Context: an optimization exercise on an open-source flow, tuned for small area, a short achievable clock period and few clock cycles per item. The choices shown serve that exercise and are no tape-out recipe.
Function was not checked in any run shown here: the RTL went through the layout flow alone.
Power is estimated from default activity; no workload was simulated.

`flow/config.mk`:
```
export PLATFORM = sky130hd
export DESIGN_NAME = sle_top
export DESIGN_NICKNAME = sle_top
export VERILOG_FILES = /design/flow/design.v
export SDC_FILE = /design/flow/constraint.sdc
export NUM_CORES = 4
export LEC_CHECK = 0
export CAP_MARGIN = 20
export CORE_MARGIN = 2
export CORE_UTILIZATION = 40
export PLACE_DENSITY = 0.6
export SLEW_MARGIN = 20
```
`flow/constraint.sdc`:
```
create_clock -name core_clock -period 3.9 [get_ports {clk}]
set_input_delay 0.7800 -clock core_clock [delete_from_list [all_inputs] [get_ports {clk}]]
set_output_delay 0.7800 -clock core_clock [all_outputs]
set_load 0.01 [all_outputs]
```
`flow/design.v`:
```
package sle_pkg;
    localparam int IDX_BITS = 9;
    typedef enum logic [1:0] {
        ACT_INSERT = 2'd0,
        ACT_GET    = 2'd1,
        ACT_LOCATE = 2'd2
    } action_t;
    typedef enum logic [1:0] {
        ST_DONE  = 2'd0,
        ST_RANGE = 2'd1,
        ST_FULL  = 2'd2
    } status_t;
    typedef struct packed {
        logic [1:0]         action;
        logic [4:0]         position;
        logic signed [31:0] item_value;
    } req_t;
    typedef struct packed {
        logic [1:0]         status;
        logic signed [31:0] read_value;
        logic [4:0]         found_position;
        logic [4:0]         count_now;
    } rsp_t;
    typedef struct packed {
        logic       insert_en;
        logic [4:0] slot;
    } cell_cmd_t;
endpackage
module sle_cell #(
    parameter int VALUE_BITS = 32
) (
    input  logic                  clk,
    input  logic                  hold,     
    input  logic                  shift,    
    input  logic                  load,     
    input  logic                  live,     
    input  logic                  rsel,     
    input  logic [VALUE_BITS-1:0] key,
    input  logic [VALUE_BITS-1:0] prev,
    output logic [VALUE_BITS-1:0] value,
    output logic                  hit,
    output logic [VALUE_BITS-1:0] rd
);
    logic [VALUE_BITS-1:0] value_reg;
    always_ff @(posedge clk)
    begin
        value_reg <= ({VALUE_BITS{hold}}  & value_reg) |
                     ({VALUE_BITS{shift}} & prev) |
                     ({VALUE_BITS{load}}  & key);
    end
    assign value = value_reg;
    assign hit   = live && (value_reg == key);
    assign rd    = {VALUE_BITS{rsel}} & value_reg;
endmodule
module sequential_list_engine #(
    parameter int MAX_ENTRIES = 16,
    parameter int VALUE_BITS  = 32
) (
    input  logic          clk,
    input  logic          rst_n,
    input  logic          req_valid,
    output logic          req_stall,
    input  sle_pkg::req_t req,
    output logic          rsp_valid,
    input  logic          rsp_stall,
    output sle_pkg::rsp_t rsp
);
    localparam int CNT_W = $clog2(MAX_ENTRIES + 1);
    logic [CNT_W-1:0]       count_reg;
    logic                   rsp_valid_reg;
    sle_pkg::rsp_t          rsp_reg;
    logic                   rsp_hold;
    logic                   accept;
    assign rsp_hold  = rsp_valid_reg && rsp_stall;
    assign req_stall = rsp_hold;
    assign accept    = req_valid && !rsp_hold;
    logic                   is_ins, is_get, is_loc;
    logic                   pos_zero;
    logic                   ins_range, ins_full, ins_ok, get_ok, ins_go;
    logic [MAX_ENTRIES-1:0] live, at, from;
    logic [VALUE_BITS-1:0]  key;
    logic [VALUE_BITS-1:0]  cell_value [MAX_ENTRIES];
    logic [VALUE_BITS-1:0]  cell_rd    [MAX_ENTRIES];
    logic [MAX_ENTRIES-1:0] hit;
    logic [VALUE_BITS-1:0]  rd_any;
    logic [4:0]             found;
    assign key      = VALUE_BITS'($unsigned(req.item_value));
    assign is_ins   = (req.action == sle_pkg::ACT_INSERT);
    assign is_get   = (req.action == sle_pkg::ACT_GET);
    assign is_loc   = (req.action == sle_pkg::ACT_LOCATE);
    assign pos_zero = (req.position == 5'd0);
    assign ins_range = pos_zero || ({1'b0, req.position} > {1'b0, count_reg} + 6'd1);
    assign ins_full  = count_reg[CNT_W-1];
    assign ins_ok    = is_ins && !ins_range && !ins_full;
    assign get_ok    = is_get && !pos_zero && (req.position <= count_reg);
    assign ins_go    = accept && ins_ok;
    genvar k;
    generate
        for (k = 0; k < MAX_ENTRIES; k++)
        begin : g_cell
            logic [VALUE_BITS-1:0] prev;
            if (k == 0)
            begin : g_head
                assign prev = '0;
            end
            else
            begin : g_body
                assign prev = cell_value[k-1];
            end
            assign live[k] = (k < count_reg);
            assign at[k]   = (req.position == 5'(k + 1));
            assign from[k] = (req.position <= 5'(k + 1)) && !pos_zero;
            sle_cell #(
                .VALUE_BITS (VALUE_BITS)
            ) u_cell (
                .clk   (clk),
                .hold  (!(ins_go && from[k])),
                .shift (ins_go && from[k] && !at[k]),
                .load  (ins_go && at[k]),
                .live  (live[k]),
                .rsel  (at[k] && is_get),
                .key   (key),
                .prev  (prev),
                .value (cell_value[k]),
                .hit   (hit[k]),
                .rd    (cell_rd[k])
            );
        end
    endgenerate
    always_comb
    begin
        rd_any = '0;
        found  = '0;
        for (int i = 0; i < MAX_ENTRIES; i++)
            rd_any = rd_any | cell_rd[i];
        for (int i = MAX_ENTRIES - 1; i >= 0; i--)
            if (hit[i])
                found = 5'(i + 1);
    end
    logic [CNT_W-1:0] count_next;
    assign count_next = count_reg + CNT_W'(ins_ok);
    always_ff @(posedge clk or negedge rst_n)
    begin
        if (!rst_n)
        begin
            count_reg     <= '0;
            rsp_valid_reg <= 1'b0;
        end
        else
        begin
            if (ins_go)
                count_reg <= count_next;
            if (!rsp_hold)
                rsp_valid_reg <= req_valid;
        end
    end
    always_ff @(posedge clk)
    begin
        if (!rsp_hold)
        begin
            rsp_reg.status         <= (ins_ok || is_loc || get_ok) ? sle_pkg::ST_DONE :
                                      (is_ins && !ins_range) ? sle_pkg::ST_FULL : sle_pkg::ST_RANGE;
            rsp_reg.read_value     <= get_ok ? $signed(rd_any) : '0;
            rsp_reg.found_position <= is_loc ? found : 5'd0;
            rsp_reg.count_now      <= 5'(count_next);
        end
    end
    assign rsp_valid = rsp_valid_reg;
    assign rsp       = rsp_reg;
endmodule
module sle_top (
    input  logic        clk,
    input  logic        rst_n,
    input  logic        req_valid,
    output logic        req_stall,
    input  logic [1:0]  req_action,
    input  logic [4:0]  req_position,
    input  logic [31:0] req_item_value,
    output logic        rsp_valid,
    input  logic        rsp_stall,
    output logic [1:0]  rsp_status,
    output logic [31:0] rsp_read_value,
    output logic [4:0]  rsp_found_position,
    output logic [4:0]  rsp_count_now
);
    sle_pkg::req_t req;
    sle_pkg::rsp_t rsp;
    assign req.action     = req_action;
    assign req.position   = req_position;
    assign req.item_value = req_item_value;
    sequential_list_engine #(
        .MAX_ENTRIES (16),
        .VALUE_BITS  (32)
    ) u_engine (
        .clk       (clk),
        .rst_n     (rst_n),
        .req_valid (req_valid),
        .req_stall (req_stall),
        .req       (req),
        .rsp_valid (rsp_valid),
        .rsp_stall (rsp_stall),
        .rsp       (rsp)
    );
    assign rsp_status         = rsp.status;
    assign rsp_read_value     = rsp.read_value;
    assign rsp_found_position = rsp.found_position;
    assign rsp_count_now      = rsp.count_now;
endmodule
```
`flow/run.sh`:
```
#!/bin/bash
# synth_recipe.tcl (not shown) runs the flow's synth.tcl, then flattens the netlist and writes it again
# the make line also repeats each setting of config.mk as NAME=value (left out here)
make -C /OpenROAD-flow-scripts/flow DESIGN_CONFIG=/design/flow/config.mk WORK_HOME=/design/flow/orfs CLKGATE_MAP_FILE= SYNTH_SCRIPT=/design/flow/synth_recipe.tcl finish
```
==> results of run 1 <==
worst max-delay path by stage:
stage / startpoint / endpoint / cells past startpoint
after CTS: u_engine.count_reg[2] / u_engine.rsp_reg[5] / 13
after detailed placement: req_item_value[14] / u_engine.rsp_reg[5] / 14
after global placement: req_item_value[14] / u_engine.rsp_reg[5] / 13
final: u_engine.count_reg[2] / u_engine.rsp_reg[5] / 13
after floorplan: rsp_stall / u_engine.g_cell[5].u_cell.value_reg[30] / 9
after global routing: u_engine.count_reg[2] / u_engine.rsp_reg[5] / 13
layer usage:
| metal | share of wire [%] | global-route usage (%) | vias up |
|---|---|---|---|
| met4 | 7.5 | 22.3 | 10 |
| met1 | 39 | 52.7 | 15200 |
| li1 | - | - | 12900 |
| met2 | 41 | 57.5 | 2493 |
| met3 | 12 | 9.79 | 517 |
| met5 | 0.036 | 0 | - |
power groups by stage:
stage                     logic, mW  registers [mW]  clock network [mW]
final                          1.05            5.84                6.74
after global routing           1.07            5.84                6.97
after CTS                      1.00            5.84                6.75
after detailed placement      0.994            5.97                   0
after global placement        0.998            5.97                   0
after floorplan               0.489            5.98                   0
placed cells by master, fill, tap and decap left out, types with 12 or more instances in the layout:
master                            count
sky130_fd_sc_hd__a21oi_1             93
sky130_fd_sc_hd__a221o_1            192
sky130_fd_sc_hd__a221oi_1            34
sky130_fd_sc_hd__a222oi_1           112
sky130_fd_sc_hd__a22o_1              65
sky130_fd_sc_hd__a22oi_1            216
sky130_fd_sc_hd__a31oi_1             15
sky130_fd_sc_hd__and2_1              33
sky130_fd_sc_hd__and3_1              54
sky130_fd_sc_hd__buf_12              58
sky130_fd_sc_hd__buf_2               33
sky130_fd_sc_hd__buf_4              208
sky130_fd_sc_hd__clkbuf_1            18
sky130_fd_sc_hd__clkbuf_16           71
sky130_fd_sc_hd__clkbuf_8            14
sky130_fd_sc_hd__clkdlybuf4s50_1     56
sky130_fd_sc_hd__dfxtp_1            512
sky130_fd_sc_hd__edfxtp_1            44
sky130_fd_sc_hd__ha_1                15
sky130_fd_sc_hd__inv_1               60
sky130_fd_sc_hd__mux2i_1             23
sky130_fd_sc_hd__nand2_1            305
sky130_fd_sc_hd__nand3_1            113
sky130_fd_sc_hd__nand4_1             69
sky130_fd_sc_hd__nor2_1             130
sky130_fd_sc_hd__nor2_2              13
sky130_fd_sc_hd__nor2b_1            106
sky130_fd_sc_hd__nor3_1              15
sky130_fd_sc_hd__nor3_2              12
sky130_fd_sc_hd__nor4_1              77
sky130_fd_sc_hd__o21ai_0            162
sky130_fd_sc_hd__o22ai_1             32
sky130_fd_sc_hd__xnor2_1            235
sky130_fd_sc_hd__xor2_1             285
layout make-up:
cell class	instances	area [um^2]
clock buffer	103	2040
clock inverter	23	279
fill	7159	38600
inverter	62	233
multi-input combinational	2460	17200
sequential	562	11700
tap	969	1210
timing repair buffer	355	3450
cell families after synthesis:
kind of cell             Yosys count  synth area share, %
adder cells (fa/ha/maj)           15                0.621
AND/OR/NAND/NOR                  959                 15.6
flip-flops                       562                 38.8
buffers and inverters            390                 5.08
XOR/XNOR                         520                 15.1
AO/OA/AOI/OAI                    943                 24.1
multiplexers                      23                0.761
==> report_table.html, run 1 <==
<table>
<tr><th>Metric</th><th>Value</th></tr>
<tr><th colspan="2">Run status</th></tr>
<tr><td>Result of the run</td><td>no timing/DRC/antenna violations</td></tr>
<tr><th colspan="2">Power</th></tr>
<tr><td>Switching power total</td><td>3.51 mW</td></tr>
<tr><td>Internal power of the cells</td><td>10.1 mW</td></tr>
<tr><td>Share of total power in the clock network</td><td>49.4%</td></tr>
<tr><td>Fraction of power spent switching nets</td><td>25.7%</td></tr>
<tr><td>Share of total power in sequential cells</td><td>42.9%</td></tr>
<tr><td>Combinational Power Share</td><td>7.7%</td></tr>
<tr><td>Power density relative to cell area</td><td>378 mW/mm^2</td></tr>
<tr><td>Maximum VDD drop</td><td>315 uV</td></tr>
<tr><td>Sum of internal, switching and leakage power</td><td>13.6 mW</td></tr>
<tr><td>Total leakage power</td><td>14.1 nW</td></tr>
<tr><th colspan="2">Placement</th></tr>
<tr><td>Worst setup slack before clock tree synthesis</td><td>-112 ps</td></tr>
<tr><td>PortBufs</td><td>88</td></tr>
<tr><td>Placed cells</td><td>4407</td></tr>
<tr><td>Half-perimeter wire length after placement</td><td>114 mm</td></tr>
<tr><td>Post-Place Cell Area</td><td>0.0338 mm^2</td></tr>
<tr><td>Routability Congestion</td><td>1.06</td></tr>
<tr><th colspan="2">Die</th></tr>
<tr><td>Rows</td><td>100</td></tr>
<tr><td>Height of the die</td><td>279 um</td></tr>
<tr><td>Die width</td><td>279 um</td></tr>
<tr><td>Die area</td><td>0.0778 mm^2</td></tr>
<tr><td>Initial standard-cell utilization of the core</td><td>40.5%</td></tr>
<tr><td>Floorplan core area</td><td>0.0747 mm^2</td></tr>
<tr><td>Boundary pin count</td><td>89</td></tr>
<tr><th colspan="2">Critical path</th></tr>
<tr><td>Category of the critical setup timing path</td><td>reg -&gt; reg</td></tr>
<tr><td>Cells along the critical path</td><td>buf_4 &gt; a21oi_1 &gt; nor3_1 &gt; nand4_1 &gt; nor4_1 &gt; buf_4 &gt; a21oi_1 &gt; o21ai_0 &gt; buf_4 &gt; a21oi_1 &gt; o211a_1 &gt; o41ai_1 &gt; buf_4</td></tr>
<tr><td>Number of buffers and inverters on the critical path</td><td>4</td></tr>
<tr><td>Beginning of the worst register-to-register path</td><td>u_engine.count_reg[2]</td></tr>
<tr><td>Top cell family by delay on the critical path</td><td>compound AO/OA/AOI/OAI gates</td></tr>
<tr><td>Largest fanout of any net on the critical path</td><td>13</td></tr>
<tr><td>Critical Path Sink Type</td><td>flop</td></tr>
<tr><td>Data arrival at the endpoint of the critical path</td><td>4040 ps</td></tr>
<tr><td>CP peak stage delay</td><td>610 ps</td></tr>
<tr><td>Most used cell along the critical path</td><td>sky130_fd_sc_hd__buf_4</td></tr>
<tr><td>Worst reg2reg endpoint</td><td>u_engine.rsp_reg[5]</td></tr>
<tr><td>Critical-path top delay cell</td><td>sky130_fd_sc_hd__o41ai_1</td></tr>
<tr><td>Startpoint kind of the worst setup timing path</td><td>flop</td></tr>
<tr><td>Reg-to-reg slack, setup</td><td>340 ps</td></tr>
<tr><td>Required arrival time at the worst endpoint</td><td>4380 ps</td></tr>
<tr><td>R2r worst-path depth</td><td>13</td></tr>
<tr><th colspan="2">Drt</th></tr>
<tr><td>Antenna Violating Nets Remaining</td><td>0</td></tr>
<tr><td>Iteration-0 DRC count of the detailed router</td><td>6069</td></tr>
<tr><td>Avg Vias per Cell</td><td>6.86</td></tr>
<tr><td>Drt wl/cell</td><td>34.7 um</td></tr>
<tr><td>Remaining routing DRC violations</td><td>0</td></tr>
<tr><td>DRT Wirelength</td><td>157 mm</td></tr>
<tr><td>Number of iterations in the first detailed-routing pass</td><td>14</td></tr>
<tr><td>Via count</td><td>31100</td></tr>
<tr><th colspan="2">Timing</th></tr>
<tr><td>Highest clock rate</td><td>0.281 GHz</td></tr>
<tr><td>Final critical path time including I/O delays and setup</td><td>3560 ps</td></tr>
<tr><td>Worst Max-Slew Pin Slew</td><td>1150 ps</td></tr>
<tr><td>Final-report hold violation count</td><td>0</td></tr>
<tr><td>Setup repair after global routing missed its margin</td><td>no</td></tr>
<tr><td>Min setup slack post-route</td><td>343 ps</td></tr>
<tr><td>Number of failing setup endpoints in the final timing report</td><td>0</td></tr>
<tr><td>Final cycle utilization of the critical path</td><td>91.2%</td></tr>
<tr><td>Setup skew after layout</td><td>38.4 ps</td></tr>
<tr><td>Accumulated negative setup slack</td><td>0 ps</td></tr>
<tr><td>Final-layout worst hold slack</td><td>424 ps</td></tr>
<tr><td>Final count of pins violating max slew</td><td>0</td></tr>
<tr><td>Max transition margin</td><td>23.1%</td></tr>
<tr><th colspan="2">Synth</th></tr>
<tr><td>Commonest cells post-synth</td><td>sky130_fd_sc_hd__dfxtp_1, sky130_fd_sc_hd__nand2_1, sky130_fd_sc_hd__xor2_1</td></tr>
<tr><td>Area fraction of the dominant cell type after synthesis</td><td>33.9%</td></tr>
<tr><td>Mean Syn Cell Area</td><td>8.86 um^2</td></tr>
<tr><td>Number of enable-type register cells in the synthesized netlist</td><td>44</td></tr>
<tr><td>Post-synth design cell area</td><td>0.0302 mm^2</td></tr>
<tr><td>Primary flip-flop cell chosen by synthesis mapping</td><td>sky130_fd_sc_hd__dfxtp_1</td></tr>
<tr><td>Cell variety after synth</td><td>51</td></tr>
<tr><td>Synthesized instance count</td><td>3412</td></tr>
<tr><td>Count of synthesis-stage warnings from yosys</td><td>4</td></tr>
<tr><td>Most instantiated library cell after synthesis</td><td>sky130_fd_sc_hd__dfxtp_1</td></tr>
<tr><td>Synth async-reset ratio</td><td>1.07%</td></tr>
<tr><td>Syn nets</td><td>3470</td></tr>
<tr><td>FF+latch count, synth</td><td>562</td></tr>
<tr><td>Top post-synthesis cells by area</td><td>sky130_fd_sc_hd__dfxtp_1, sky130_fd_sc_hd__xor2_1, sky130_fd_sc_hd__xnor2_1</td></tr>
<tr><td>Cell type contributing the most total cell area after synthesis</td><td>sky130_fd_sc_hd__dfxtp_1</td></tr>
<tr><td>Share of synthesized area occupied by flip-flops and latches</td><td>38.8%</td></tr>
<tr><th colspan="2">Min path</th></tr>
<tr><td>Type of the worst min-delay path</td><td>in -&gt; async</td></tr>
<tr><th colspan="2">GRT</th></tr>
<tr><td>Initial antenna violation count</td><td>6</td></tr>
<tr><td>Number of global-route vias before repair</td><td>28200</td></tr>
<tr><td>Total grt overflow</td><td>0</td></tr>
<tr><td>Wire length of the first global-routing pass</td><td>220 mm</td></tr>
<tr><td>Total routing resource utilization after global routing</td><td>39.3%</td></tr>
<tr><td>Largest net degree at the start of global routing</td><td>55</td></tr>
<tr><th colspan="2">Layout</th></tr>
<tr><td>Area of all placed cells without fillers</td><td>0.0361 mm^2</td></tr>
<tr><td>Largest register FFs</td><td>512</td></tr>
<tr><td>Share of post-route cells with drive strength above 1</td><td>12.8%</td></tr>
<tr><td>Layout overhead on the synthesized area</td><td>19.4%</td></tr>
<tr><td>Number of diodes added for antenna fixing</td><td>0</td></tr>
<tr><td>Count of placed standard cells in the final layout, fillers left out</td><td>4534</td></tr>
<tr><td>Core utilization of the finished layout</td><td>48.3%</td></tr>
<tr><td>Net total in the final layout</td><td>3567</td></tr>
<tr><th colspan="2">Clock tree</th></tr>
<tr><td>Maximum clock path buffer count</td><td>3</td></tr>
<tr><td>Clock latency of the later-clocked register in the worst-skew pair</td><td>640 ps</td></tr>
<tr><td>Number of buffers added by the clock tree synthesis step</td><td>68</td></tr>
<tr><td>Clock tree from TritonCTS</td><td>done</td></tr>
<tr><td>Clk sinks</td><td>562</td></tr>
<tr><td>Clock slew seen by the registers of the worst setup and hold paths</td><td>60 ps</td></tr>
<tr><td>Hold buffer count at CTS</td><td>0</td></tr>
<tr><td>Depth of the CTS H-tree</td><td>3</td></tr>
<tr><td>Clk Tree Root Cell</td><td>sky130_fd_sc_hd__clkbuf_16</td></tr>
<tr><td>Post-CTS setup buffer count</td><td>0</td></tr>
<tr><td>Gates resized, CTS repair</td><td>0</td></tr>
<tr><th colspan="2">Job</th></tr>
<tr><td>Max_cap viols</td><td>0</td></tr>
</table>
==> run 2, diff against run 1 <==
--- a/flow/config.mk
+++ b/flow/config.mk
@@ -5,8 +5,10 @@
 export SDC_FILE = /design/flow/constraint.sdc
 export NUM_CORES = 4
 export LEC_CHECK = 0
+export ABC_CLOCK_PERIOD_IN_PS = 2000
 export CAP_MARGIN = 20
 export CORE_MARGIN = 2
 export CORE_UTILIZATION = 40
 export PLACE_DENSITY = 0.6
+export SETUP_SLACK_MARGIN = 1.8
 export SLEW_MARGIN = 20
==> run 2 against run 1 <==
Non-clock buffer count increased by 243; clock power decreased by 3.4%; register-to-register slack improved by 70 ps; count of clock-buffer cells in the layout decreased by 4; critical path depth decreased by 1; critical endpoint is now u_engine.g_cell[11].u_cell.value_reg[13]; highest routed layer unchanged.
==> report_table.html, run 2 <==
<table>
<tr><th>Metric</th><th>Value</th></tr>
<tr><th colspan="2">GRT</th></tr>
<tr><td>Total grt overflow</td><td>0</td></tr>
<tr><td>Largest net degree at the start of global routing</td><td>54</td></tr>
<tr><td>Total routing resource utilization after global routing</td><td>42.3%</td></tr>
<tr><td>Number of global-route vias before repair</td><td>30000</td></tr>
<tr><td>Wire length of the first global-routing pass</td><td>236 mm</td></tr>
<tr><td>Initial antenna violation count</td><td>7</td></tr>
<tr><th colspan="2">Timing</th></tr>
<tr><td>Final count of pins violating max slew</td><td>0</td></tr>
<tr><td>Number of failing setup endpoints in the final timing report</td><td>0</td></tr>
<tr><td>Final critical path time including I/O delays and setup</td><td>3490 ps</td></tr>
<tr><td>Setup repair after global routing missed its margin</td><td>yes</td></tr>
<tr><td>Accumulated negative setup slack</td><td>0 ps</td></tr>
<tr><td>Final-report hold violation count</td><td>0</td></tr>
<tr><td>Final cycle utilization of the critical path</td><td>89.5%</td></tr>
<tr><td>Worst Max-Slew Pin Slew</td><td>1050 ps</td></tr>
<tr><td>Highest clock rate</td><td>0.287 GHz</td></tr>
<tr><td>Setup skew after layout</td><td>19.3 ps</td></tr>
<tr><td>Max transition margin</td><td>29.9%</td></tr>
<tr><th colspan="2">Synth</th></tr>
<tr><td>Most instantiated library cell after synthesis</td><td>sky130_fd_sc_hd__dfxtp_1</td></tr>
<tr><td>Synth async-reset ratio</td><td>1.07%</td></tr>
<tr><td>Mean Syn Cell Area</td><td>8.86 um^2</td></tr>
<tr><td>Post-synth design cell area</td><td>0.0302 mm^2</td></tr>
<tr><td>Commonest cells post-synth</td><td>sky130_fd_sc_hd__dfxtp_1, sky130_fd_sc_hd__nand2_1, sky130_fd_sc_hd__xor2_1</td></tr>
<tr><td>Number of enable-type register cells in the synthesized netlist</td><td>44</td></tr>
<tr><td>Syn nets</td><td>3470</td></tr>
<tr><td>Area fraction of the dominant cell type after synthesis</td><td>33.9%</td></tr>
<tr><td>Top post-synthesis cells by area</td><td>sky130_fd_sc_hd__dfxtp_1, sky130_fd_sc_hd__xor2_1, sky130_fd_sc_hd__xnor2_1</td></tr>
<tr><td>Primary flip-flop cell chosen by synthesis mapping</td><td>sky130_fd_sc_hd__dfxtp_1</td></tr>
<tr><td>Share of synthesized area occupied by flip-flops and latches</td><td>38.8%</td></tr>
<tr><td>Count of synthesis-stage warnings from yosys</td><td>4</td></tr>
<tr><td>Cell variety after synth</td><td>51</td></tr>
<tr><td>Synthesized instance count</td><td>3412</td></tr>
<tr><td>FF+latch count, synth</td><td>562</td></tr>
<tr><td>Cell type contributing the most total cell area after synthesis</td><td>sky130_fd_sc_hd__dfxtp_1</td></tr>
<tr><th colspan="2">Min path</th></tr>
<tr><td>Type of the worst min-delay path</td><td>in -&gt; async</td></tr>
<tr><th colspan="2">Clock tree</th></tr>
<tr><td>Clock tree from TritonCTS</td><td>done</td></tr>
<tr><td>Clock slew seen by the registers of the worst setup and hold paths</td><td>60 ps</td></tr>
<tr><td>Depth of the CTS H-tree</td><td>3</td></tr>
<tr><td>Number of buffers added by the clock tree synthesis step</td><td>67</td></tr>
<tr><td>Clock latency of the later-clocked register in the worst-skew pair</td><td>630 ps</td></tr>
<tr><td>Clk Tree Root Cell</td><td>sky130_fd_sc_hd__clkbuf_16</td></tr>
<tr><td>Clk sinks</td><td>562</td></tr>
<tr><td>Maximum clock path buffer count</td><td>3</td></tr>
<tr><th colspan="2">Drt</th></tr>
<tr><td>Drt wl/cell</td><td>38.4 um</td></tr>
<tr><td>Remaining routing DRC violations</td><td>0</td></tr>
<tr><td>Iteration-0 DRC count of the detailed router</td><td>7429</td></tr>
<tr><td>Antenna Violating Nets Remaining</td><td>0</td></tr>
<tr><td>DRT Wirelength</td><td>183 mm</td></tr>
<tr><td>Via count</td><td>34700</td></tr>
<tr><td>Number of iterations in the first detailed-routing pass</td><td>12</td></tr>
<tr><td>Avg Vias per Cell</td><td>7.26</td></tr>
<tr><th colspan="2">Die</th></tr>
<tr><td>Floorplan core area</td><td>0.0747 mm^2</td></tr>
<tr><td>Initial standard-cell utilization of the core</td><td>40.5%</td></tr>
<tr><td>Boundary pin count</td><td>89</td></tr>
<tr><td>Die width</td><td>279 um</td></tr>
<tr><td>Height of the die</td><td>279 um</td></tr>
<tr><td>Rows</td><td>100</td></tr>
<tr><td>Die area</td><td>0.0778 mm^2</td></tr>
<tr><th colspan="2">Power</th></tr>
<tr><td>Sum of internal, switching and leakage power</td><td>13.6 mW</td></tr>
<tr><td>Total leakage power</td><td>17.0 nW</td></tr>
<tr><td>Maximum VDD drop</td><td>345 uV</td></tr>
<tr><td>Power density relative to cell area</td><td>314 mW/mm^2</td></tr>
<tr><th colspan="2">Placement</th></tr>
<tr><td>PortBufs</td><td>88</td></tr>
<tr><td>Routability Congestion</td><td>1.05</td></tr>
<tr><td>Half-perimeter wire length after placement</td><td>114 mm</td></tr>
<tr><th colspan="2">Critical path</th></tr>
<tr><td>Critical Path Sink Type</td><td>flop</td></tr>
<tr><td>Data arrival at the endpoint of the critical path</td><td>3980 ps</td></tr>
<tr><td>Category of the critical setup timing path</td><td>reg -&gt; reg</td></tr>
<tr><td>Startpoint kind of the worst setup timing path</td><td>flop</td></tr>
<tr><td>Worst reg2reg endpoint</td><td>u_engine.g_cell[11].u_cell.value_reg[13]</td></tr>
<tr><td>Required arrival time at the worst endpoint</td><td>4390 ps</td></tr>
<tr><td>R2r worst-path depth</td><td>12</td></tr>
<tr><td>Reg-to-reg slack, setup</td><td>410 ps</td></tr>
<tr><td>Beginning of the worst register-to-register path</td><td>u_engine.count_reg[2]</td></tr>
<tr><td>Largest fanout of any net on the critical path</td><td>39</td></tr>
<tr><th colspan="2">Layout</th></tr>
<tr><td>Number of filler instances in the final layout</td><td>6217</td></tr>
<tr><td>Share of post-route cells with drive strength above 1</td><td>30.6%</td></tr>
<tr><td>Largest register FFs</td><td>512</td></tr>
<tr><td>Layout overhead on the synthesized area</td><td>43.5%</td></tr>
<tr><td>Net total in the final layout</td><td>3810</td></tr>
<tr><td>Commonest non-fill, non-tap cells in the layout</td><td>sky130_fd_sc_hd__dfxtp_1, sky130_fd_sc_hd__xor2_1, sky130_fd_sc_hd__buf_4</td></tr>
<tr><td>Most common cell after layout, fill and taps aside</td><td>sky130_fd_sc_hd__dfxtp_1</td></tr>
<tr><th colspan="2">Run status</th></tr>
<tr><td>Result of the run</td><td>no timing/DRC/antenna violations</td></tr>
<tr><th colspan="2">Job</th></tr>
<tr><td>Max_cap viols</td><td>0</td></tr>
</table>
[run 2: cells by family after synthesis]
kind of cell / after synthesis / share of synthesized area [%]
AO/OA/AOI/OAI: 943 / 24.1
XOR/XNOR: 520 / 15.1
adder cells (fa/ha/maj): 15 / 0.621
buffers and inverters: 390 / 5.08
flip-flops: 562 / 38.8
AND/OR/NAND/NOR: 959 / 15.6
multiplexers: 23 / 0.761
[run 2: what timing repair did]
item	CTS	global route
cloned	40	45
gates resized for setup	471	522
setup buffers	100	58
hold endpoints to repair	0	0
pin swaps	100	151
hold buffers	0	0
setup endpoints to repair	607	566
[run 2: final cells by class]
cell class | count | area, um^2 | share of cell area (%)
inverter | 62 | 248 | 0.571
timing repair buffer | 598 | 7970 | 18.4
sequential | 562 | 11700 | 27.1
clock inverter | 21 | 201 | 0.464
antenna | 2 | 5.00 | 0.0115
tap | 969 | 1210 | 2.79
clock buffer | 99 | 1990 | 4.58
multi-input combinational | 2461 | 20000 | 46.1
[run 2: worst max-delay path, cell delays in order (launching register included)]
cell                       delay (ps)
sky130_fd_sc_hd__dfrtp_2          410
sky130_fd_sc_hd__buf_12           220
sky130_fd_sc_hd__nand3_1          130
sky130_fd_sc_hd__xnor2_1          340
sky130_fd_sc_hd__ha_1             250
sky130_fd_sc_hd__nand3_1          130
sky130_fd_sc_hd__nor2_1           240
sky130_fd_sc_hd__a221oi_4          70
sky130_fd_sc_hd__or4_4            650
sky130_fd_sc_hd__a31oi_4          230
sky130_fd_sc_hd__buf_12           270
sky130_fd_sc_hd__nor2b_1          100
sky130_fd_sc_hd__a221o_1          290
[run 2: report_power, final]
group	leakage, nW	internal (mW)	switching [mW]
Clock	1.08	3.79	2.71
Combinational	11.3	0.422	0.861
Sequential	4.65	5.83	0.00623
[run 2: worst max path at each step]
stage / start / end / slack (ps) / cells past startpoint
6_report: u_engine.count_reg[2] / u_engine.g_cell[11].u_cell.value_reg[13] / 410 / 12
5_1_grt: u_engine.count_reg[2] / u_engine.g_cell[11].u_cell.value_reg[13] / 370 / 12
4_1_cts: u_engine.count_reg[0] / u_engine.g_cell[11].u_cell.value_reg[13] / 600 / 13
3_5_place_dp: req_item_value[9] / u_engine.rsp_reg[5] / -130 / 13
3_3_place_gp: req_item_value[9] / u_engine.rsp_reg[5] / -160 / 13
2_1_floorplan: req_position[3] / u_engine.g_cell[11].u_cell.value_reg[10] / 570 / 13
[run 2: stage by stage]
step / hold slack, ps / area (um^2) / util (%) / worst slack [ps] / cells
2_1_floorplan: 451 / 30900 / - / 574 / 3412
3_3_place_gp: 476 / 34000 / 45.6 / -163 / 4409
3_5_place_dp: 487 / 34000 / 45.6 / -130 / 4409
4_1_cts: 402 / 39700 / 53.1 / 597 / 4669
5_1_grt: 431 / 43400 / 58.1 / 373 / 4772
6_report: 408 / 43400 / 58.1 / 411 / 4774
[run 2: layer usage]
metal / global-route usage [%] / vias to the layer above / part of all wire, %
met3: 14.6 / 932 / 16
met5: 0 / - / 0.14
li1: - / 13400 / -
met2: 60.3 / 3480 / 38
met4: 25.9 / 10 / 9.5
met1: 54.6 / 16800 / 36

[static timing again, ports no longer ideal]
No port has a modelled driver above. Below, the same layouts with a new extraction and two added sets of constraints.
Step 1, drivers: a clkbuf_16 drives clk and a buf_2 each remaining input, both assumed.
Step 2 moves the port delays by t, midway between the first and last clock arrival at a register: inputs arrive t later, outputs are due t later. That takes back most of the time a late clock gives input paths.
a / b / c = ideal / step 1 / step 2; a / b = the first two.
| run | t, ns | setup WS [ns] | clock arrival spread, ns |
|---|---|---|---|
| run 1 | 0.695 | 0.343 / 0.343 / -0.237 | 0.039 / 0.038 |
| run 2 | 0.691 | 0.411 / 0.411 / 0.101 | 0.021 / 0.021 |
With both steps, setup timing fails in run 1, where it was met with ideal ports. For run 1, which loses most, drivers alone change the setup slack by 0.000 ns; drivers and shift together by -0.580 ns.
